Context: an optimization exercise on an open-source flow, tuned for small area. The choices shown serve that exercise and are no tape-out recipe. The RTL was checked by simulation tests, not by an equivalence proof against the original design. No activity file was given, so power comes from the tool's default toggle rates.

<file path="design.v">
`timescale 1ns / 1ps
package rbcr_pkg;
    localparam logic [2:0] MODE_ALLOC  = 3'd0;
    localparam logic [2:0] MODE_POP    = 3'd1;
    localparam logic [2:0] MODE_COMMIT = 3'd2;
    localparam logic [2:0] MODE_RETIRE = 3'd3;
    localparam logic [2:0] MODE_FLUSH  = 3'd4;
    localparam logic [2:0] MODE_QUERY  = 3'd5;
endpackage
`timescale 1ns / 1ps
module reorder_buffer_commit_retire_unit (
    input  wire          i_clk,
    input  wire          i_rst_n,
    input  wire          start,
    output wire          busy,
    input  wire [35:0]   i_cmd,
    output wire          o_done,
    output wire [101:0]  o_result,
    input  wire          i_cfg_we,
    input  wire [1:0]    i_cfg_index,
    input  wire [6:0]    i_cfg_data
);
    localparam [2:0] S_IDLE = 3'd0;
    localparam [2:0] S_W    = 3'd1;
    localparam [2:0] S_2    = 3'd2;
    localparam [2:0] S_3    = 3'd3;
    localparam [2:0] S_FIN  = 3'd4;
    wire [2:0] mode  = i_cmd[35:33];
    wire [5:0] slot  = i_cmd[32:27];
    wire       uopz  = (i_cmd[10:7] == 4'd0);
    wire [6:0] req   = i_cmd[6:0];
    wire m_alloc  = (mode == 3'd0);
    wire m_pop    = (mode == 3'd1);
    wire m_commit = (mode == 3'd2);
    wire m_retire = (mode == 3'd3);
    wire m_flush  = (mode == 3'd4);
    wire m_query  = (mode == 3'd5);
    reg  [5:0]  rot;
    reg  [63:0] mk;           
    reg  [63:0] uz;           
    reg  [31:0] ops, ins;     
    reg         c_ops, c_ins, p_ops, p_ins, clr;
    reg  [5:0]  head, commit, tail;
    reg         cf, uf;       
    reg  [6:0]  cap;
    reg         roc, sim;
    reg  [2:0]  st;
    reg         fs, fd;       
    reg  [6:0]  cnt;
    reg  [1:0]  status;
    reg  [1:0]  kd;           
    reg         can;
    reg         done;
    wire [5:0] rot_n  = rot + 6'd1;
    wire       k0     = (rot[4:0] == 5'd0);
    wire       k31    = (rot[4:0] == 5'd31);
    wire       eqS    = (rot == slot);
    wire       eqH    = (rot == head);
    wire       eqC    = (rot == commit);
    wire       eqT    = (rot == tail);
    wire [5:0] tail_m1 = tail - 6'd1;
    wire [5:0] unc_lo  = tail - commit;
    wire [5:0] com_lo  = commit - head;
    wire       unc_zero  = !uf && (unc_lo == 6'd0);
    wire       all_empty = unc_zero && !cf && (com_lo == 6'd0);
    wire       full      = eqH && !all_empty;           
    wire       ready  = (st == S_FIN) && k31 && !p_ops && !p_ins;
    wire       acc    = start && ready;
    assign busy   = !ready;
    assign o_done = done;
    reg        mk_in, uz_in;
    reg [2:0]  st_n;
    reg [5:0]  head_n, commit_n, tail_n;
    reg        cf_n, uf_n, fs_n, fd_n, p_ops_set, p_ins_set;
    reg [6:0]  cnt_n;
    reg [1:0]  status_n, kd_n;
    reg        can_n;
    reg        cnt_inc, drain;
    always @* begin
        mk_in     = mk[0];
        uz_in     = uz[0];
        st_n      = st;
        head_n    = head;
        commit_n  = commit;
        tail_n    = tail;
        cf_n      = cf;
        uf_n      = uf;
        fs_n      = fs;
        fd_n      = fd;
        p_ops_set = 1'b0;
        p_ins_set = 1'b0;
        status_n  = status;
        kd_n      = kd;
        can_n     = can;
        cnt_inc   = 1'b0;
        drain     = 1'b0;
        cnt_n     = cnt;
        case (st)
            S_IDLE: begin
                if (start) begin
                    st_n     = S_W;
                    status_n = 2'd0;
                    kd_n     = m_flush ? 2'd2 : m_retire ? 2'd3 : 2'd0;
                    can_n    = m_query;
                    cnt_n    = m_query ? req : 7'd0;
                    fs_n     = 1'b0;
                    fd_n     = !sim;
                    p_ops_set = m_retire;
                end
            end
            S_W: begin
                if (m_alloc) begin
                    if (eqT) begin
                        if (full) begin
                            status_n = 2'd1;
                            st_n     = S_FIN;
                        end else begin
                            uz_in  = uopz;
                            tail_n = rot_n;
                            kd_n   = 2'd1;
                            st_n   = S_2;
                        end
                    end
                end else if (m_pop) begin
                    if (unc_zero) begin
                        status_n = 2'd2;
                    end else begin
                        tail_n = tail_m1;
                        uf_n   = 1'b0;
                    end
                    st_n = S_FIN;
                end else if (m_commit) begin
                    if (!sim) begin
                        st_n = S_FIN;
                    end else if (unc_zero) begin
                        status_n = 2'd2;
                        st_n     = S_FIN;
                    end else if (eqC) begin
                        mk_in    = 1'b0;
                        status_n = eqS ? 2'd0 : 2'd3;
                        commit_n = rot_n;
                        uf_n     = 1'b0;
                        st_n     = S_2;
                    end
                end else if (m_retire) begin
                    if (eqS && !fs) begin
                        fs_n      = 1'b1;
                        p_ins_set = uz[0];
                        if (sim) mk_in = 1'b1;
                    end
                    if (!fd && eqH) begin
                        if ((cf || !eqC) && (mk[0] || eqS)) begin
                            drain   = 1'b1;
                            head_n  = rot_n;
                            cf_n    = 1'b0;
                            cnt_inc = 1'b1;
                        end else begin
                            fd_n = 1'b1;
                        end
                    end
                    if (fs_n && fd_n) st_n = S_FIN;
                end else if (m_flush) begin
                    if (unc_zero) begin
                        st_n = S_FIN;
                    end else if (eqC) begin
                        if (eqS) begin
                            cnt_inc = 1'b1;
                            st_n    = S_3;
                        end else begin
                            st_n = S_2;
                        end
                    end
                end else if (m_query) begin
                    if (roc ? unc_zero : all_empty) begin
                        st_n = S_FIN;
                    end else if (roc ? eqC : eqH) begin
                        cnt_inc = 1'b1;
                        st_n    = S_2;
                    end
                end else begin
                    st_n = S_FIN;
                end
            end
            S_2: begin
                if (m_alloc) begin
                    if (eqC) uf_n = 1'b1;
                    st_n = S_FIN;
                end else if (m_commit) begin
                    if (eqH) cf_n = 1'b1;
                    st_n = S_FIN;
                end else if (m_flush) begin
                    if (eqT) begin
                        st_n = S_FIN;
                    end else if (eqS) begin
                        cnt_inc = 1'b1;
                        st_n    = S_3;
                    end
                end else begin
                    if (eqT) begin
                        st_n = S_FIN;
                    end else begin
                        cnt_inc = 1'b1;
                    end
                end
            end
            S_3: begin
                if (eqT) begin
                    tail_n = slot;
                    uf_n   = 1'b0;
                    st_n   = S_FIN;
                end else begin
                    cnt_inc = 1'b1;
                end
            end
            default: begin
                if (m_query) can_n = can && (cnt <= cap);
                if (acc) st_n = S_IDLE;
            end
        endcase
        if (cnt_inc) begin
            cnt_n = cnt + 7'd1;
            if (cnt == 7'd127) can_n = 1'b0;
        end
    end
    wire v_ops   = ops[0] & !clr;
    wire v_ins   = ins[0] & !clr;
    wire ci_ops  = k0 ? p_ops : c_ops;
    wire ci_ins  = k0 ? p_ins : c_ins;
    always @(posedge i_clk) begin
        mk  <= {mk_in, mk[63:1]};
        uz  <= {uz_in, uz[63:1]};
        ops <= {v_ops ^ ci_ops, ops[31:1]};
        ins <= {v_ins ^ ci_ins, ins[31:1]};
        c_ops <= v_ops & ci_ops;
        c_ins <= v_ins & ci_ins;
        cnt    <= cnt_n;
        status <= status_n;
        kd     <= kd_n;
        can    <= can_n;
        fs     <= fs_n;
        fd     <= fd_n;
        if (!i_rst_n) begin
            rot    <= 6'd0;
            clr    <= 1'b1;
            p_ops  <= 1'b0;
            p_ins  <= 1'b0;
            head   <= 6'd0;
            commit <= 6'd0;
            tail   <= 6'd0;
            cf     <= 1'b0;
            uf     <= 1'b0;
            cap    <= 7'd64;
            roc    <= 1'b0;
            sim    <= 1'b1;
            st     <= S_IDLE;
            done   <= 1'b0;
        end else begin
            rot    <= rot_n;
            if (k31) clr <= 1'b0;
            p_ops  <= p_ops_set | (p_ops & !k0);
            p_ins  <= p_ins_set | (p_ins & !k0);
            head   <= head_n;
            commit <= commit_n;
            tail   <= tail_n;
            cf     <= cf_n;
            uf     <= uf_n;
            if (i_cfg_we) begin
                case (i_cfg_index)
                    2'd0: cap <= i_cfg_data;
                    2'd1: roc <= i_cfg_data[0];
                    2'd2: sim <= i_cfg_data[0];
                    default: ;
                endcase
            end
            st     <= st_n;
            done   <= acc;
        end
    end
    assign o_result[101:100] = status;
    assign o_result[99:94]   = (kd == 2'd1) ? tail_m1 : 6'd0;
    assign o_result[93]      = can;
    assign o_result[92:86]   = (kd == 2'd2) ? cnt : 7'd0;
    assign o_result[85:79]   = (kd == 2'd3) ? cnt : 7'd0;
    assign o_result[78:47]   = ops;
    assign o_result[46:15]   = ins;
    assign o_result[14:8]    = {uf, unc_lo};
    assign o_result[7:1]     = {cf, com_lo};
    assign o_result[0]       = all_empty;
endmodule
</file>
<file path="run.sh">
#!/bin/bash
# synth_recipe.tcl (not shown) runs the flow's synth.tcl, then flattens the netlist and writes it again
# the make line also repeats each setting of config.mk as NAME=value (left out here)
make -C /OpenROAD-flow-scripts/flow DESIGN_CONFIG=/design/flow/config.mk WORK_HOME=/design/flow/orfs CLKGATE_MAP_FILE= SYNTH_SCRIPT=/design/flow/synth_recipe.tcl finish
</file>
<file path="config.mk">
export PLATFORM = sky130hd
export DESIGN_NAME = reorder_buffer_commit_retire_unit
export DESIGN_NICKNAME = reorder_buffer_commit_retire_unit
export VERILOG_FILES = /design/flow/design.v
export SDC_FILE = /design/flow/constraint.sdc
export NUM_CORES = 4
export LEC_CHECK = 0
export CAP_MARGIN = 20
export CORE_MARGIN = 2
export CORE_UTILIZATION = 40
export SLEW_MARGIN = 20
</file>
<file path="constraint.sdc">
create_clock -name core_clock -period 5.0 [get_ports {i_clk}]
set_input_delay 1.0000 -clock core_clock [delete_from_list [all_inputs] [get_ports {i_clk}]]
set_output_delay 1.0000 -clock core_clock [all_outputs]
set_load 0.01 [all_outputs]
</file>
==> results of run 1 <==
kinds of logic (layout without fill, tap and decap cells):
logic type / Yosys count / count (layout)
DFF: 250 / 250
and+or+nand+nor: 226 / 226
adders and majority gates: 26 / 26
buffers and inverters: 62 / 219
muxes: 28 / 28
xor gates and xnor gates: 44 / 44
AOI/OAI and AO/OA: 97 / 97
layer usage:
metal  GRT usage  vias to the layer above  share of wire
li1            -                     2758              -
met1      0.2309                     2519           0.48
met2      0.2394                      191           0.40
met3     0.06636                       31          0.095
met4     0.04810                        0          0.025
met5           0                        -              0
per-stage QoR:
stage,util,instance area (um2),cells
floorplan,-,8298,733
global placement,0.4872,9889,1118
detailed placement,0.4872,9889,1118
CTS,0.5282,10720,1160
global route,0.5282,10720,1160
finish,0.5282,10720,1160
layout make-up:
| class | count | share of cell area |
|---|---|---|
| clock buffer | 35 | 0.06944 |
| clock inverter | 7 | 0.008169 |
| inverter | 35 | 0.01225 |
| multi-input combinational | 421 | 0.2685 |
| sequential | 250 | 0.4789 |
| tap | 270 | 0.03151 |
| timing repair buffer | 142 | 0.1312 |
power groups by stage:
stage | clock (uW) | combinational (uW) | sequential (uW)
2_1_floorplan | 0 | 1270 | 2280
3_3_place_gp | 0 | 1800 | 2350
3_5_place_dp | 0 | 1800 | 2350
4_1_cts | 1880 | 1820 | 2300
5_1_grt | 1960 | 2010 | 2320
6_report | 1840 | 1820 | 2300
flip-flops by register name (all words and copies together) (netlist names), 2 cells and up:
| name | flops |
|---|---|
| mk | 64 |
| uz | 64 |
| ins | 32 |
| ops | 32 |
| cap | 7 |
| cnt | 7 |
| commit | 6 |
| head | 6 |
| rot | 6 |
| tail | 6 |
| st | 3 |
| kd | 2 |
| status | 2 |
worst reg2reg max path, stage by stage, from the launching register on:
cell and delay, ns:
sky130_fd_sc_hd__dfxtp_1 0.43, sky130_fd_sc_hd__inv_1 0.13, sky130_fd_sc_hd__ha_1 0.22, sky130_fd_sc_hd__fa_1 0.39, sky130_fd_sc_hd__xnor2_1 0.17, sky130_fd_sc_hd__nor4_1 0.24, sky130_fd_sc_hd__mux2i_1 0.12, sky130_fd_sc_hd__nor4_2 0.58
sky130_fd_sc_hd__buf_4 0.28, sky130_fd_sc_hd__o21ai_0 0.09, sky130_fd_sc_hd__a31oi_1 0.34, sky130_fd_sc_hd__o32ai_4 0.14, sky130_fd_sc_hd__buf_4 0.23, sky130_fd_sc_hd__nand2b_1 0.31
worst paths after layout:
kind | startpoint | slack [ns] | endpoint
setup / recovery | tail[0]$_SDFFE_PN0P_ | 0.41 | o_result[0]
hold / removal | uz[57]$_DFF_P_ | 0.32 | uz[56]$_DFF_P_
setup reg to reg | tail[0]$_SDFFE_PN0P_ | 1.02 | cnt[4]$_DFFE_PP_
hold reg to reg | uz[57]$_DFF_P_ | 0.32 | uz[56]$_DFF_P_
cells in the final DEF, fill, tap and decap left out, types with 19 or more instances in the layout:
cell / synthesis / routed
sky130_fd_sc_hd__o21ai_0: 19 / 19
sky130_fd_sc_hd__a21oi_1: 25 / 25
sky130_fd_sc_hd__mux2i_1: 28 / 28
sky130_fd_sc_hd__inv_1: 35 / 35
sky130_fd_sc_hd__nor2_1: 70 / 70
sky130_fd_sc_hd__nand2_1: 52 / 52
sky130_fd_sc_hd__dfxtp_1: 237 / 237
sky130_fd_sc_hd__clkbuf_16: 0 / 26
sky130_fd_sc_hd__xnor2_1: 27 / 27
sky130_fd_sc_hd__ha_1: 24 / 24
sky130_fd_sc_hd__clkdlybuf4s50_1: 0 / 136
==> results.sh, run 1 <==
export IMPL_run_status="finished clean"
export IMPL_drcViolationCount=0
export IMPL_cts_repair_resize_count=0
export IMPL_maximum_clock_path_buffer_count=3
export IMPL_postRouteWirelength_um=18020
export IMPL_max_cap_violations=0
export IMPL_fin_nets=949
export IMPL_synth_cells_most_frequent="237 x sky130_fd_sc_hd__dfxtp_1, 70 x sky130_fd_sc_hd__nor2_1, 52 x sky130_fd_sc_hd__nand2_1, 35 x sky130_fd_sc_hd__inv_1, 28 x sky130_fd_sc_hd__mux2i_1"
export IMPL_post_synth_fa_ha_maj_area_fraction=0.04101
export IMPL_grt_first_pass_wirelength_um=29120
export IMPL_endpoint_kind="output pin"
export IMPL_share_of_synthesized_area_spent_on_multiplexers=0.03378
export IMPL_synth_most_common_cell="sky130_fd_sc_hd__dfxtp_1"
export IMPL_internal_power_uw=4095
export IMPL_timing_critical_path_depth=9
export IMPL_tightestPinTransition_ns=0.8284
export IMPL_timing_max_transition_violations_final=0
export IMPL_irDropWorstVdd_mv=0.2960
export IMPL_comb_power_share=0.305
export IMPL_total_leakage_power_uw=0.004253
export IMPL_syn_nets=808
export IMPL_flow_area_growth_from_synthesis_pct=29.21
export IMPL_worstPathRequired_ns=4.00
export IMPL_syn_area_mm2=0.008298
export IMPL_skew_ns=0.009247
export IMPL_initial_util=0.4088
export IMPL_worst_path_max_delay_cell="sky130_fd_sc_hd__nor4_2"
export IMPL_port_buffer_count=136
export IMPL_crit_chain="inv_1, ha_1, fa_1, xnor2_1, nor4_1, mux2i_1, nor4_2, and2_1, clkdlybuf4s50_1"
export IMPL_p_switching_uw=1859
export IMPL_grt_setup_unrepaired="no"
export IMPL_post_route_worst_setup_slack_ns=0.4054
export IMPL_cts_clk_slew_worst_paths_ns=0.07
export IMPL_syn_instance_count=733
export IMPL_drt_first_pass_iters=5
export IMPL_final_layout_size_suffix_gt1_frac=0.07865
export IMPL_detail_route_vias_per_cell=4.741
export IMPL_setup_crit_start_kind="register"
export IMPL_power_share_switching=0.3122
export IMPL_multi_input_area_mm2=0.002879
export IMPL_pre_cts_slack_ns=0.9484
export IMPL_yosysWarningCount=1
export IMPL_clk_insertion_delay_late_ns=0.52
export IMPL_cts_hold_fix_buffers=0
export IMPL_synth_top_cells_by_area="sky130_fd_sc_hd__dfxtp_1 57%, sky130_fd_sc_hd__edfxtp_1 4.7%, sky130_fd_sc_hd__ha_1 3.6%"
export IMPL_layout_worst_path_cycle_share=0.9189
export IMPL_max_clock_freq_mhz=217.6
export IMPL_post_layout_total_power_uw=5954
export IMPL_data_arrival_time_at_the_worst_slack_endpoint_ns=3.59
export IMPL_num_io_pins=153
export IMPL_cpLargestDelayFamily="simple AND/OR/NAND/NOR gates"
export IMPL_cts_tree="done"
export IMPL_antenna_diode_count=0
export IMPL_crit_path_max_fanout=7
export IMPL_core_rowCount=52
export IMPL_worst_hold_path_num_cells=0
export IMPL_routedWlPerCell_um=15.53
export IMPL_vias=5499
export IMPL_portion_of_the_post_synthesis_area_used_by_sequential_elements=0.6188
export IMPL_n_fill_cell=1821
export IMPL_period_needed_ns=4.595
export IMPL_synthesis_area_per_instance_um2=11.32
export IMPL_pwr_share_seq=0.387
export IMPL_pwr_density_cell_mw_per_mm2=555.3
export IMPL_combinational_family_with_the_most_area_after_synthesis="simple AND/OR/NAND/NOR gates"
export IMPL_cp_num_buf_inv=2
export IMPL_clock_power_share=0.308
export IMPL_share_of_the_synthesized_netlist_area_taken_by_xor_and_xnor_gates=0.04916
export IMPL_finalSetupTns_ns=0
export IMPL_clk_root_buffer_cell="sky130_fd_sc_hd__clkbuf_16"
export IMPL_antenna_violations_before_repair=0
export IMPL_maxSlewHeadroom=0.4471
export IMPL_initialDrtViolationCount=286
export IMPL_core_area_mm2=0.02030
export IMPL_report_final_setup_viol=0
export IMPL_cts_buffers_inserted=24
export IMPL_synth_ff_latch_count=250
export IMPL_postSynth_topFlopCell="sky130_fd_sc_hd__dfxtp_1"
export IMPL_chipWidth_um=148.0
export IMPL_die_h_um=148.0
export IMPL_synth_compound_area_share=0.08338
export IMPL_grt_overflow=0
export IMPL_tritoncts_num_sinks=250
export IMPL_grt_max_degree=26
export IMPL_synth_top_area_cell="sky130_fd_sc_hd__dfxtp_1"
export IMPL_first_global_vias=5502
export IMPL_hold_violations=0
export IMPL_dp_hpwl_um=12380
export IMPL_hold_class="register to register"
export IMPL_ant_nets=0
export IMPL_reg2regPathDepth=13
export IMPL_postCtsSetupBuffers=0
export IMPL_path_class="register to output pin"
export IMPL_synthDominantCellAreaShare=0.5718
export IMPL_synth_edf_count=13
export IMPL_yosysUniqueCellTypes=62
export IMPL_place_congestion=0.8739
export IMPL_area_fraction_in_and_or_nand_and_nor_cells_after_synthesis=0.1396
export IMPL_htree_levels=1
export IMPL_floorplan_die_area_mm2=0.02191
export IMPL_cpPeakStageDelay_ns=0.58
export IMPL_regArea_mm2=0.005135
export IMPL_async_reset_ff_frac=0
export IMPL_hold_worst_slack_ns=0.3221
export IMPL_grtUsageTotal=0.1663
==> run 2, diff against run 1 <==
--- a/config.mk
+++ b/config.mk
@@ -8,4 +8,6 @@
 export CAP_MARGIN = 20
 export CORE_MARGIN = 2
 export CORE_UTILIZATION = 40
+export CTS_BUF_LIST = sky130_fd_sc_hd__clkbuf_2
+export CTS_CLUSTER_SIZE = 30
 export SLEW_MARGIN = 20
==> run 2 against run 1 <==
Net effect: worst setup slack worse by 0.075 ns; critical endpoint unchanged; power fell by 9.2%; via count rose by 3.4%; first-iteration DRC count decreased by 21%; critical path depth did not move; largest power group unchanged; sequential cell count unchanged; routed wire length grew 1.1%; register-to-register slack improved by 0.20 ns; fmax shrank 1.6%.
==> results.sh, run 2 <==
export IMPL_dp_hpwl_um=12380
export IMPL_pwr_density_cell_mw_per_mm2=518.0
export IMPL_skew_ns=0.04953
export IMPL_ant_nets=0
export IMPL_synth_most_common_cell="sky130_fd_sc_hd__dfxtp_1"
export IMPL_hold_class="register to register"
export IMPL_synth_ff_latch_count=250
export IMPL_detail_route_vias_per_cell=4.646
export IMPL_portion_of_the_post_synthesis_area_used_by_sequential_elements=0.6188
export IMPL_grt_max_degree=26
export IMPL_cts_clk_slew_worst_paths_ns=0.10
export IMPL_finalSetupTns_ns=0
export IMPL_syn_area_mm2=0.008298
export IMPL_setup_crit_start_kind="register"
export IMPL_grtUsageTotal=0.1708
export IMPL_port_buffer_count=136
export IMPL_tritoncts_num_sinks=250
export IMPL_synthDominantCellAreaShare=0.5718
export IMPL_initial_util=0.4088
export IMPL_crit_path_max_fanout=7
export IMPL_synth_cells_most_frequent="237 x sky130_fd_sc_hd__dfxtp_1, 70 x sky130_fd_sc_hd__nor2_1, 52 x sky130_fd_sc_hd__nand2_1, 35 x sky130_fd_sc_hd__inv_1, 28 x sky130_fd_sc_hd__mux2i_1"
export IMPL_run_status="finished clean"
export IMPL_path_class="register to output pin"
export IMPL_synth_top_area_cell="sky130_fd_sc_hd__dfxtp_1"
export IMPL_postSynth_topFlopCell="sky130_fd_sc_hd__dfxtp_1"
export IMPL_max_cap_violations=0
export IMPL_mostFrequentLayoutCell="sky130_fd_sc_hd__dfxtp_1"
export IMPL_final_layout_size_suffix_gt1_frac=0.1270
export IMPL_core_rowCount=52
export IMPL_syn_instance_count=733
export IMPL_maximum_clock_path_buffer_count=3
export IMPL_maxSlewHeadroom=0.4370
export IMPL_chipWidth_um=148.0
export IMPL_die_h_um=148.0
export IMPL_cts_buffers_inserted=59
export IMPL_irDropWorstVdd_mv=0.2677
export IMPL_power_share_switching=0.3476
export IMPL_core_area_mm2=0.02030
export IMPL_layout_worst_path_cycle_share=0.9339
export IMPL_cpPeakStageDelay_ns=0.54
export IMPL_total_leakage_power_uw=0.004253
export IMPL_internal_power_uw=3526
export IMPL_synth_top_cells_by_area="sky130_fd_sc_hd__dfxtp_1 57%, sky130_fd_sc_hd__edfxtp_1 4.7%, sky130_fd_sc_hd__ha_1 3.6%"
export IMPL_clock_power_share=0.235
export IMPL_cp_num_buf_inv=2
export IMPL_cts_hold_fix_buffers=0
export IMPL_synth_edf_count=13
export IMPL_antenna_violations_before_repair=1
export IMPL_num_io_pins=153
export IMPL_postRouteWirelength_um=18210
export IMPL_hold_violations=0
export IMPL_routedWlPerCell_um=14.88
export IMPL_cpLargestDelayFamily="simple AND/OR/NAND/NOR gates"
export IMPL_layout_cells_most_common_list="237 x sky130_fd_sc_hd__dfxtp_1, 136 x sky130_fd_sc_hd__clkdlybuf4s50_1, 85 x sky130_fd_sc_hd__clkbuf_2"
export IMPL_grt_setup_unrepaired="no"
export IMPL_cts_tree="done"
export IMPL_fin_nets=984
export IMPL_vias=5687
export IMPL_largest_registers="mk x64, uz x64"
export IMPL_floorplan_die_area_mm2=0.02191
export IMPL_drcViolationCount=0
export IMPL_async_reset_ff_frac=0
export IMPL_postCtsSetupBuffers=0
export IMPL_htree_levels=2
export IMPL_period_needed_ns=4.670
export IMPL_post_layout_total_power_uw=5406
export IMPL_worstPathRequired_ns=4.00
export IMPL_max_clock_freq_mhz=214.2
export IMPL_clk_insertion_delay_late_ns=0.79
export IMPL_flow_area_growth_from_synthesis_pct=25.77
export IMPL_tightestPinTransition_ns=0.8435
export IMPL_data_arrival_time_at_the_worst_slack_endpoint_ns=3.67
export IMPL_worst_path_max_delay_cell="sky130_fd_sc_hd__clkdlybuf4s50_1"
export IMPL_crit_chain="inv_1, ha_1, fa_1, xnor2_1, nor4_1, mux2i_1, nor4_4, and2_1, clkdlybuf4s50_1"
export IMPL_syn_nets=808
export IMPL_yosysWarningCount=1
export IMPL_endpoint_kind="output pin"
export IMPL_regToRegSetupSlack_ns=1.22
export IMPL_first_global_vias=5834
export IMPL_place_congestion=0.8739
export IMPL_yosysUniqueCellTypes=62
export IMPL_synthesis_area_per_instance_um2=11.32
export IMPL_grt_overflow=0
export IMPL_pwr_share_seq=0.425
export IMPL_p_switching_uw=1879
export IMPL_grt_first_pass_wirelength_um=29770
export IMPL_report_final_setup_viol=0
export IMPL_clk_root_buffer_cell="sky130_fd_sc_hd__clkbuf_2"
export IMPL_cts_repair_resize_count=0
export IMPL_timing_max_transition_violations_final=0
export IMPL_hold_worst_slack_ns=0.3048
export IMPL_comb_power_share=0.340
export IMPL_n_fill_cell=1894
export IMPL_drt_first_pass_iters=5
export IMPL_initialDrtViolationCount=226
run 2: cell count changes in the layout (fill, tap and decap cells not counted):
cell / delta
sky130_fd_sc_hd__clkbuf_2: +85
sky130_fd_sc_hd__clkbuf_16: -26
sky130_fd_sc_hd__clkinv_1: +15
sky130_fd_sc_hd__clkbuf_8: -6
sky130_fd_sc_hd__clkbuf_1: -3
sky130_fd_sc_hd__clkinv_16: -1
sky130_fd_sc_hd__clkinv_2: -1
sky130_fd_sc_hd__clkinvlp_4: -1
sky130_fd_sc_hd__diode_2: +1
sky130_fd_sc_hd__inv_6: +1
sky130_fd_sc_hd__nor4_2: -1
sky130_fd_sc_hd__nor4_4: +1
run 2: per-layer routing:
metal / global-route usage / share of wire
met5: 0 / 0
met4: 0.07000 / 0.025
met3: 0.07438 / 0.10
met2: 0.2419 / 0.40
met1: 0.2280 / 0.47
run 2: area by class of cell:
type	count	area [um2]	share of cell area
antenna	1	2.502	0.0002398
clock buffer	85	425.4	0.04076
clock inverter	20	110.1	0.01055
inverter	35	131.4	0.01259
multi-input combinational	421	2888	0.2767
sequential	250	5135	0.4920
tap	270	337.8	0.03237
timing repair buffer	142	1406	0.1348
run 2: power groups by stage:
stage / Combinational [uW] / Clock (uW) / Sequential (uW)
global route: 2050 / 1440 / 2320
global placement: 1800 / 0 / 2350
finish: 1840 / 1270 / 2300
floorplan: 1270 / 0 / 2280
CTS: 1820 / 1340 / 2300
detailed placement: 1800 / 0 / 2350
run 2: cell families after synthesis:
family | synth area share
compound gates | 0.08338
buf+inv | 0.03423
mux | 0.03378
flops | 0.6188
simple gates | 0.1396
xor+xnor | 0.04916
fa+ha+maj | 0.04101
run 2: final timing paths:
check                                        end  depth (start not counted)                 start
worst max register to register  cnt[5]$_DFFE_PP_                         13  tail[0]$_SDFFE_PN0P_
worst max-delay path                 o_result[0]                          9  tail[0]$_SDFFE_PN0P_
worst min register to register     mk[7]$_DFF_P_                          0         mk[8]$_DFF_P_
worst min-delay path               mk[7]$_DFF_P_                          0         mk[8]$_DFF_P_
run 2: through the flow:
stage / cells / util / setup WS, ns / instance area, um2
after floorplan: 733 / - / 1.764 / 8298
after global placement: 1118 / 0.4872 / 0.9502 / 9889
after detailed placement: 1118 / 0.4872 / 0.9484 / 9889
after CTS: 1223 / 0.5136 / 0.04526 / 10430
after global routing: 1224 / 0.5141 / 0.01598 / 10440
final: 1224 / 0.5141 / 0.3304 / 10440
run 2: worst reg2reg max path, stage by stage (launching register included):
cell                       delay [ns]
sky130_fd_sc_hd__dfxtp_1         0.44
sky130_fd_sc_hd__inv_1           0.13
sky130_fd_sc_hd__ha_1            0.22
sky130_fd_sc_hd__fa_1            0.39
sky130_fd_sc_hd__xnor2_1         0.18
sky130_fd_sc_hd__nor4_1          0.25
sky130_fd_sc_hd__mux2i_1         0.15
sky130_fd_sc_hd__nor4_4          0.38
sky130_fd_sc_hd__buf_4           0.24
sky130_fd_sc_hd__o21ai_0         0.08
sky130_fd_sc_hd__a31oi_1         0.35
sky130_fd_sc_hd__o32ai_4         0.14
sky130_fd_sc_hd__buf_4           0.23
sky130_fd_sc_hd__nand2b_1        0.31
==> run 3, diff against run 2 <==
--- a/config.mk
+++ b/config.mk
@@ -8,6 +8,5 @@
 export CAP_MARGIN = 20
 export CORE_MARGIN = 2
 export CORE_UTILIZATION = 40
-export CTS_BUF_LIST = sky130_fd_sc_hd__clkbuf_2
-export CTS_CLUSTER_SIZE = 30
+export CTS_BUF_LIST = sky130_fd_sc_hd__clkbuf_4
 export SLEW_MARGIN = 20
==> run 3 against run 2 <==
Net effect: highest routed layer unchanged; count of clock-buffer cells in the layout up 6; final cell count up 0.33%; worst setup slack worse by 0.072 ns; critical path depth unchanged; still clean; sequential power about the same; via count about the same; synthesized cell count unchanged; first-iteration DRC count down 2.7%; worst hold slack worse by 0.0099 ns; clock skew down 0.0094 ns.
==> results.sh, run 3 <==
export IMPL_portion_of_the_post_synthesis_area_used_by_sequential_elements=0.6188
export IMPL_postSynth_topFlopCell="sky130_fd_sc_hd__dfxtp_1"
export IMPL_utilization=0.5253
export IMPL_path_class="register to output pin"
export IMPL_max_clock_freq_mhz=210.9
export IMPL_cts_repair_resize_count=0
export IMPL_endpoint_kind="output pin"
export IMPL_place_congestion=0.8739
export IMPL_synthDominantCellAreaShare=0.5718
export IMPL_syn_area_mm2=0.008298
export IMPL_final_layout_size_suffix_gt1_frac=0.1306
export IMPL_async_reset_ff_frac=0
export IMPL_syn_instance_count=733
export IMPL_irDropWorstVdd_mv=0.2609
export IMPL_pwr_density_cell_mw_per_mm2=536.9
export IMPL_num_io_pins=153
export IMPL_worst_path_max_delay_cell="sky130_fd_sc_hd__nor4_2"
export IMPL_synth_cells_most_frequent="237 x sky130_fd_sc_hd__dfxtp_1, 70 x sky130_fd_sc_hd__nor2_1, 52 x sky130_fd_sc_hd__nand2_1, 35 x sky130_fd_sc_hd__inv_1, 28 x sky130_fd_sc_hd__mux2i_1"
export IMPL_finalSetupTns_ns=0
export IMPL_worstSetupStartpoint="tail[0]$_SDFFE_PN0P_"
export IMPL_clk_insertion_delay_late_ns=0.68
export IMPL_die_h_um=148.0
export IMPL_dp_hpwl_um=12380
export IMPL_synth_top_cells_by_area="sky130_fd_sc_hd__dfxtp_1 57%, sky130_fd_sc_hd__edfxtp_1 4.7%, sky130_fd_sc_hd__ha_1 3.6%"
export IMPL_htree_levels=2
export IMPL_drt_first_pass_iters=4
export IMPL_worstPathRequired_ns=4.00
export IMPL_cp_num_buf_inv=2
export IMPL_cpLargestDelayFamily="simple AND/OR/NAND/NOR gates"
export IMPL_maxSlewHeadroom=0.4499
export IMPL_total_leakage_power_uw=0.004298
export IMPL_chipWidth_um=148.0
export IMPL_period_needed_ns=4.742
export IMPL_synth_top_area_cell="sky130_fd_sc_hd__dfxtp_1"
export IMPL_postCtsSetupBuffers=0
export IMPL_worst_hold_startpoint="mk[5]$_DFF_P_"
export IMPL_layout_cells_most_common_list="237 x sky130_fd_sc_hd__dfxtp_1, 136 x sky130_fd_sc_hd__clkdlybuf4s50_1, 91 x sky130_fd_sc_hd__clkbuf_4"
export IMPL_mostFrequentLayoutCell="sky130_fd_sc_hd__dfxtp_1"
export IMPL_syn_nets=808
export IMPL_regToRegSetupSlack_ns=1.01
export IMPL_grt_max_degree=26
export IMPL_max_cap_violations=0
export IMPL_setup_crit_start_kind="register"
export IMPL_initial_util=0.4088
export IMPL_place_inst=1118
export IMPL_cpPeakStageDelay_ns=0.58
export IMPL_grt_setup_unrepaired="no"
export IMPL_final_cell_count_no_fill=1228
export IMPL_synth_ff_latch_count=250
export IMPL_port_buffer_count=136
export IMPL_fin_nets=985
export IMPL_core_area_mm2=0.02030
export IMPL_cts_buffers_inserted=60
export IMPL_timing_max_transition_violations_final=0
export IMPL_grt_first_pass_wirelength_um=29800
export IMPL_grt_overflow=0
export IMPL_tightestPinTransition_ns=0.8207
export IMPL_drcViolationCount=0
export IMPL_hold_worst_slack_ns=0.2949
export IMPL_crit_path_max_fanout=7
export IMPL_report_final_setup_viol=0
export IMPL_cts_clk_slew_worst_paths_ns=0.07
export IMPL_maximum_clock_path_buffer_count=3
export IMPL_first_global_vias=5833
export IMPL_postRouteWirelength_um=18290
export IMPL_skew_ns=0.04012
export IMPL_layout_worst_path_cycle_share=0.9483
export IMPL_cts_tree="done"
export IMPL_largest_registers="mk x64, uz x64"
export IMPL_cts_hold_fix_buffers=0
export IMPL_grtUsageTotal=0.1708
export IMPL_yosysWarningCount=1
export IMPL_hold_violations=0
export IMPL_initialDrtViolationCount=220
export IMPL_flow_area_growth_from_synthesis_pct=28.51
export IMPL_crit_chain="inv_1, ha_1, fa_1, xnor2_1, nor4_1, mux2i_1, nor4_2, and2_1, clkdlybuf4s50_1"
export IMPL_synth_edf_count=13
export IMPL_yosysUniqueCellTypes=62
export IMPL_rr_startpoint="tail[0]$_SDFFE_PN0P_"
export IMPL_floorplan_die_area_mm2=0.02191
export IMPL_hold_class="register to register"
export IMPL_synth_most_common_cell="sky130_fd_sc_hd__dfxtp_1"
export IMPL_data_arrival_time_at_the_worst_slack_endpoint_ns=3.74
export IMPL_tritoncts_num_sinks=250
export IMPL_antenna_violations_before_repair=1
export IMPL_vias=5686
export IMPL_run_status="finished clean"
export IMPL_routedWlPerCell_um=14.89
export IMPL_core_rowCount=52
export IMPL_detail_route_vias_per_cell=4.630
export IMPL_synthesis_area_per_instance_um2=11.32
export IMPL_clk_root_buffer_cell="sky130_fd_sc_hd__clkbuf_4"
export IMPL_ant_nets=0
==> run 3: area by class of cell <==
cell class | instances | area (um2)
diodes | 1 | 2.502
flip-flops and latches | 250 | 5135
inverters | 35 | 131.4
multi-input cells | 421 | 2879
fillers | 1866 | 9635
repair buffers | 142 | 1406
clock buffers | 91 | 683.2
clock inverters | 18 | 88.84
well taps | 270 | 337.8
==> run 3: worst paths after layout <==
kind                           end  cells past startpoint
hold reg to reg      mk[4]$_DFF_P_                      0
setup reg to reg  cnt[5]$_DFFE_PP_                     13
hold / removal       mk[4]$_DFF_P_                      0
setup / recovery       o_result[0]                      9
==> run 3: kinds of logic after synthesis <==
family          count (synthesis)  share of synthesized area
flops                         250                     0.6188
simple gates                  226                     0.1396
compound gates                 97                    0.08338
buf+inv                        62                    0.03423
xor+xnor                       44                    0.04916
mux                            28                    0.03378
fa+ha+maj                      26                    0.04101
==> run 3: report_power, final <==
group          internal (uW)  total, uW  switching (uW)  leakage (uW)
sequential              2150       2300             157       0.00204
clock                    835       1610             777      0.000454
combinational            859       1810             952       0.00180
==> run 3: per-layer routing <==
layer  global-route usage  vias up  part of all wire
met5                    0        -                 0
met1               0.2285     2600              0.47
met2               0.2419      204              0.41
met3              0.07562       25              0.11
li1                     -     2857                 -
met4              0.06714        0             0.019
==> run 3: worst reg2reg max path: stages, from the launching register on <==
cell                       delay (ns)
sky130_fd_sc_hd__dfxtp_1         0.43
sky130_fd_sc_hd__inv_1           0.13
sky130_fd_sc_hd__ha_1            0.22
sky130_fd_sc_hd__fa_1            0.39
sky130_fd_sc_hd__xnor2_1         0.18
sky130_fd_sc_hd__nor4_1          0.24
sky130_fd_sc_hd__mux2i_1         0.12
sky130_fd_sc_hd__nor4_2          0.58
sky130_fd_sc_hd__buf_4           0.28
sky130_fd_sc_hd__o21ai_0         0.09
sky130_fd_sc_hd__a31oi_1         0.34
sky130_fd_sc_hd__o32ai_4         0.14
sky130_fd_sc_hd__buf_4           0.23
sky130_fd_sc_hd__nand2b_1        0.31
==> run 3: stage by stage <==
step / cell area, um2 / total power, uW / setup slack, ns
after global placement: 9889 / 4147 / 0.9502
after CTS: 10660 / 5792 / 0.2139
after floorplan: 8298 / 3543 / 1.764
final: 10660 / 5725 / 0.2584
after detailed placement: 9889 / 4149 / 0.9484
after global routing: 10660 / 6121 / 0.02696
==> run 4, diff against run 3 <==
==> flow/run.sh (new file) <==
#!/bin/bash
# Standard layout, with the ports buffered by the smallest buffer and a leaner clock tree.
set -euo pipefail
export BUFFER_PORTS_ARGS="-buffer_cell sky130_fd_sc_hd__buf_1"
export CTS_ARGS="-sink_clustering_enable -repair_clock_nets -dont_use_dummy_load -buf_list sky130_fd_sc_hd__clkbuf_8"
bash standard.sh > standard.log 2>&1
==> standard.sh (new file) <==
#!/bin/bash
# synth_recipe.tcl (not shown) runs the flow's synth.tcl, then flattens the netlist and writes it again
# the make line also repeats each setting of config.mk as NAME=value (left out here)
make -C /OpenROAD-flow-scripts/flow DESIGN_CONFIG=/design/flow/config.mk WORK_HOME=/design/flow/orfs CLKGATE_MAP_FILE= SYNTH_SCRIPT=/design/flow/synth_recipe.tcl "${@:-finish}"
--- a/config.mk
+++ b/config.mk
@@ -8,5 +8,4 @@
 export CAP_MARGIN = 20
 export CORE_MARGIN = 2
 export CORE_UTILIZATION = 40
-export CTS_BUF_LIST = sky130_fd_sc_hd__clkbuf_4
 export SLEW_MARGIN = 20
removed: run.sh
==> run 4 against run 3 <==
Net effect: clock skew grew 0.0062 ns; final cell count shrank 6.1%; worst setup slack gained 0.40 ns; critical path depth grew 1; synthesized cell count is the same; critical endpoint unchanged.
==> results.sh, run 4 <==
export IMPL_floorplan_die_area_mm2=0.02191
export IMPL_antenna_violations_before_repair=0
export IMPL_cts_buffers_inserted=38
export IMPL_cts_tree="done"
export IMPL_rr_startpoint="tail[0]$_SDFFE_PN0P_"
export IMPL_hold_violations=0
export IMPL_dp_hpwl_um=12270
export IMPL_worstSetupStartpoint="tail[0]$_SDFFE_PN0P_"
export IMPL_cpPeakStageDelay_ns=0.57
export IMPL_syn_nets=808
export IMPL_worst_hold_path_endpoint="uz[53]$_DFF_P_"
export IMPL_synth_edf_count=13
export IMPL_maxSlewHeadroom=0.3988
export IMPL_vias=5471
export IMPL_synth_top_area_cell="sky130_fd_sc_hd__dfxtp_1"
export IMPL_cts_repair_resize_count=0
export IMPL_grt_setup_unrepaired="no"
export IMPL_report_final_setup_viol=0
export IMPL_cp_num_buf_inv=3
export IMPL_total_leakage_power_uw=0.003779
export IMPL_num_io_pins=153
export IMPL_finalSetupTns_ns=0
export IMPL_initial_util=0.4088
export IMPL_final_layout_size_suffix_gt1_frac=0.07475
export IMPL_hold_class="register to register"
export IMPL_portion_of_the_post_synthesis_area_used_by_sequential_elements=0.6188
export IMPL_yosysUniqueCellTypes=62
export IMPL_worst_hold_startpoint="uz[54]$_DFF_P_"
export IMPL_async_reset_ff_frac=0
export IMPL_layout_worst_path_cycle_share=0.8681
export IMPL_setup_crit_start_kind="register"
export IMPL_core_area_mm2=0.02030
export IMPL_tritoncts_num_sinks=250
export IMPL_grt_max_degree=26
export IMPL_timing_max_transition_violations_final=0
export IMPL_post_layout_total_power_uw=5215
export IMPL_postCtsSetupBuffers=0
export IMPL_postSynth_topFlopCell="sky130_fd_sc_hd__dfxtp_1"
export IMPL_chipWidth_um=148.0
export IMPL_fin_nets=960
export IMPL_reg2regPathDepth=11
export IMPL_max_cap_violations=0
export IMPL_cts_clk_slew_worst_paths_ns=0.05
export IMPL_die_h_um=148.0
export IMPL_flow_area_growth_from_synthesis_pct=14.96
export IMPL_path_class="register to output pin"
export IMPL_data_arrival_time_at_the_worst_slack_endpoint_ns=3.34
export IMPL_maximum_clock_path_buffer_count=3
export IMPL_cts_hold_fix_buffers=0
export IMPL_synth_top_cells_by_area="sky130_fd_sc_hd__dfxtp_1 57%, sky130_fd_sc_hd__edfxtp_1 4.7%, sky130_fd_sc_hd__ha_1 3.6%"
export IMPL_initialDrtViolationCount=261
export IMPL_worst_hold_path_num_cells=0
export IMPL_tightestPinTransition_ns=0.8949
export IMPL_antenna_diode_count=0
export IMPL_routedWlPerCell_um=15.24
export IMPL_crit_path_max_fanout=7
export IMPL_detail_route_vias_per_cell=4.745
export IMPL_hold_worst_slack_ns=0.2894
export IMPL_clk_root_buffer_cell="sky130_fd_sc_hd__clkbuf_8"
export IMPL_synthDominantCellAreaShare=0.5718
export IMPL_ant_nets=0
export IMPL_syn_area_mm2=0.008298
export IMPL_synthesis_area_per_instance_um2=11.32
export IMPL_skew_ns=0.04637
export IMPL_endpoint_kind="output pin"
export IMPL_crit_chain="inv_1, ha_1, fa_1, xnor2_1, nor4_1, mux2i_1, nor4_2, buf_4, and2_1, buf_1"
export IMPL_grt_first_pass_wirelength_um=27880
export IMPL_rr_endpoint="cnt[0]$_DFFE_PP_"
export IMPL_syn_instance_count=733
export IMPL_pwr_density_cell_mw_per_mm2=546.7
export IMPL_synth_most_common_cell="sky130_fd_sc_hd__dfxtp_1"
export IMPL_htree_levels=2
export IMPL_cpLargestDelayFamily="simple AND/OR/NAND/NOR gates"
export IMPL_worstPathRequired_ns=4.00
export IMPL_mostFrequentLayoutCell="sky130_fd_sc_hd__dfxtp_1"
export IMPL_first_global_vias=5380
export IMPL_period_needed_ns=4.341
export IMPL_grtUsageTotal=0.1603
export IMPL_synth_ff_latch_count=250
export IMPL_core_rowCount=52
export IMPL_yosysWarningCount=1
export IMPL_synth_cells_most_frequent="237 x sky130_fd_sc_hd__dfxtp_1, 70 x sky130_fd_sc_hd__nor2_1, 52 x sky130_fd_sc_hd__nand2_1, 35 x sky130_fd_sc_hd__inv_1, 28 x sky130_fd_sc_hd__mux2i_1"
export IMPL_place_congestion=0.8021
export IMPL_clk_insertion_delay_late_ns=0.52
export IMPL_drcViolationCount=0
export IMPL_worst_path_max_delay_cell="sky130_fd_sc_hd__nor4_2"
export IMPL_postRouteWirelength_um=17570
export IMPL_drt_first_pass_iters=4
export IMPL_largest_registers="mk x64, uz x64"
export IMPL_max_clock_freq_mhz=230.4
export IMPL_layout_cells_most_common_list="237 x sky130_fd_sc_hd__dfxtp_1, 136 x sky130_fd_sc_hd__buf_1, 70 x sky130_fd_sc_hd__nor2_1"
export IMPL_run_status="finished clean"
export IMPL_regToRegSetupSlack_ns=1.19
export IMPL_grt_overflow=0
export IMPL_irDropWorstVdd_mv=0.2617
export IMPL_port_buffer_count=136
==> run 4: layout make-up <==
class	count	area [um2]
Fill cell	1955	10760
Sequential cell	250	5135
Multi-Input combinational cell	421	2879
Timing Repair Buffer	139	533.0
Clock buffer	38	523.0
Tap cell	270	337.8
Inverter	35	131.4
==> run 4: logic make-up (layout without fill, tap and decap cells) <==
| kind of cell | after synthesis | count (layout) | synth area share |
|---|---|---|---|
| compound gates | 97 | 97 | 0.08338 |
| xor+xnor | 44 | 44 | 0.04916 |
| fa+ha+maj | 26 | 26 | 0.04101 |
| buf+inv | 62 | 212 | 0.03423 |
| flops | 250 | 250 | 0.6188 |
| mux | 28 | 28 | 0.03378 |
| simple gates | 226 | 226 | 0.1396 |
==> run 4: worst max-delay path by stage <==
| stage | slack, ns | depth (start not counted) | to |
|---|---|---|---|
| after CTS | 0.59 | 10 | o_result[0] |
| after floorplan | 1.76 | 10 | o_result[0] |
| after global routing | 0.43 | 10 | o_result[0] |
| final | 0.66 | 10 | o_result[0] |
| after detailed placement | 1.14 | 10 | o_result[0] |
| after global placement | 1.14 | 10 | o_result[0] |
==> run 4: through the flow <==
| step | utilization | std cells | setup WS (ns) | instance area, um2 |
|---|---|---|---|---|
| floorplan | - | 733 | 1.764 | 8298 |
| global placement | 0.4442 | 1115 | 1.137 | 9016 |
| detailed placement | 0.4442 | 1115 | 1.136 | 9016 |
| CTS | 0.4699 | 1153 | 0.5943 | 9539 |
| global route | 0.4699 | 1153 | 0.4340 | 9539 |
| finish | 0.4699 | 1153 | 0.6593 | 9539 |
==> run 4: where the power goes <==
group / leakage, uW / switching, uW / internal (uW) / total [uW]
clock network: 0.000273 / 650 / 672 / 1320
registers: 0.00204 / 158 / 2150 / 2310
logic: 0.00147 / 933 / 653 / 1590
total: 0.00378 / 1740 / 3470 / 5210
==> run 4: layer usage <==
| metal | track usage | share of wire |
|---|---|---|
| met1 | 0.2234 | 0.49 |
| met2 | 0.2322 | 0.42 |
| met3 | 0.05957 | 0.082 |
| met4 | 0.04857 | 0.015 |
| met5 | 0 | 0 |

-- port drivers added, routing unchanged --
The results above use ideal ports. As a check the final layouts listed here were re-extracted and re-timed, cells and wires unchanged. Step 1: set_driving_cell puts a clkbuf_16 on i_clk and a buf_2 on each other input, an assumption about the parent block. Step 2 adds t to the input delays and takes it off the output delays; t is the mean of the earliest and latest rising clock arrival at the registers after step 1. Input paths then give back, and output paths get back, about the clock's delay inside the block. Slacks: ideal / step 1 / step 2; pairs: ideal / step 1.
run | shift t [ns] | setup slack, ns | worst slew at a driven data input, ns
run 1 | 0.560 | 0.405 / 0.362 / 0.922 | 0.06
run 2 | 0.809 | 0.330 / 0.292 / 0.942 | 0.06
run 3 | 0.702 | 0.258 / 0.219 / 0.917 | 0.07
run 4 | 0.538 | 0.659 / 0.621 / 1.159 | 0.06
After both steps every run listed still meets setup and hold.
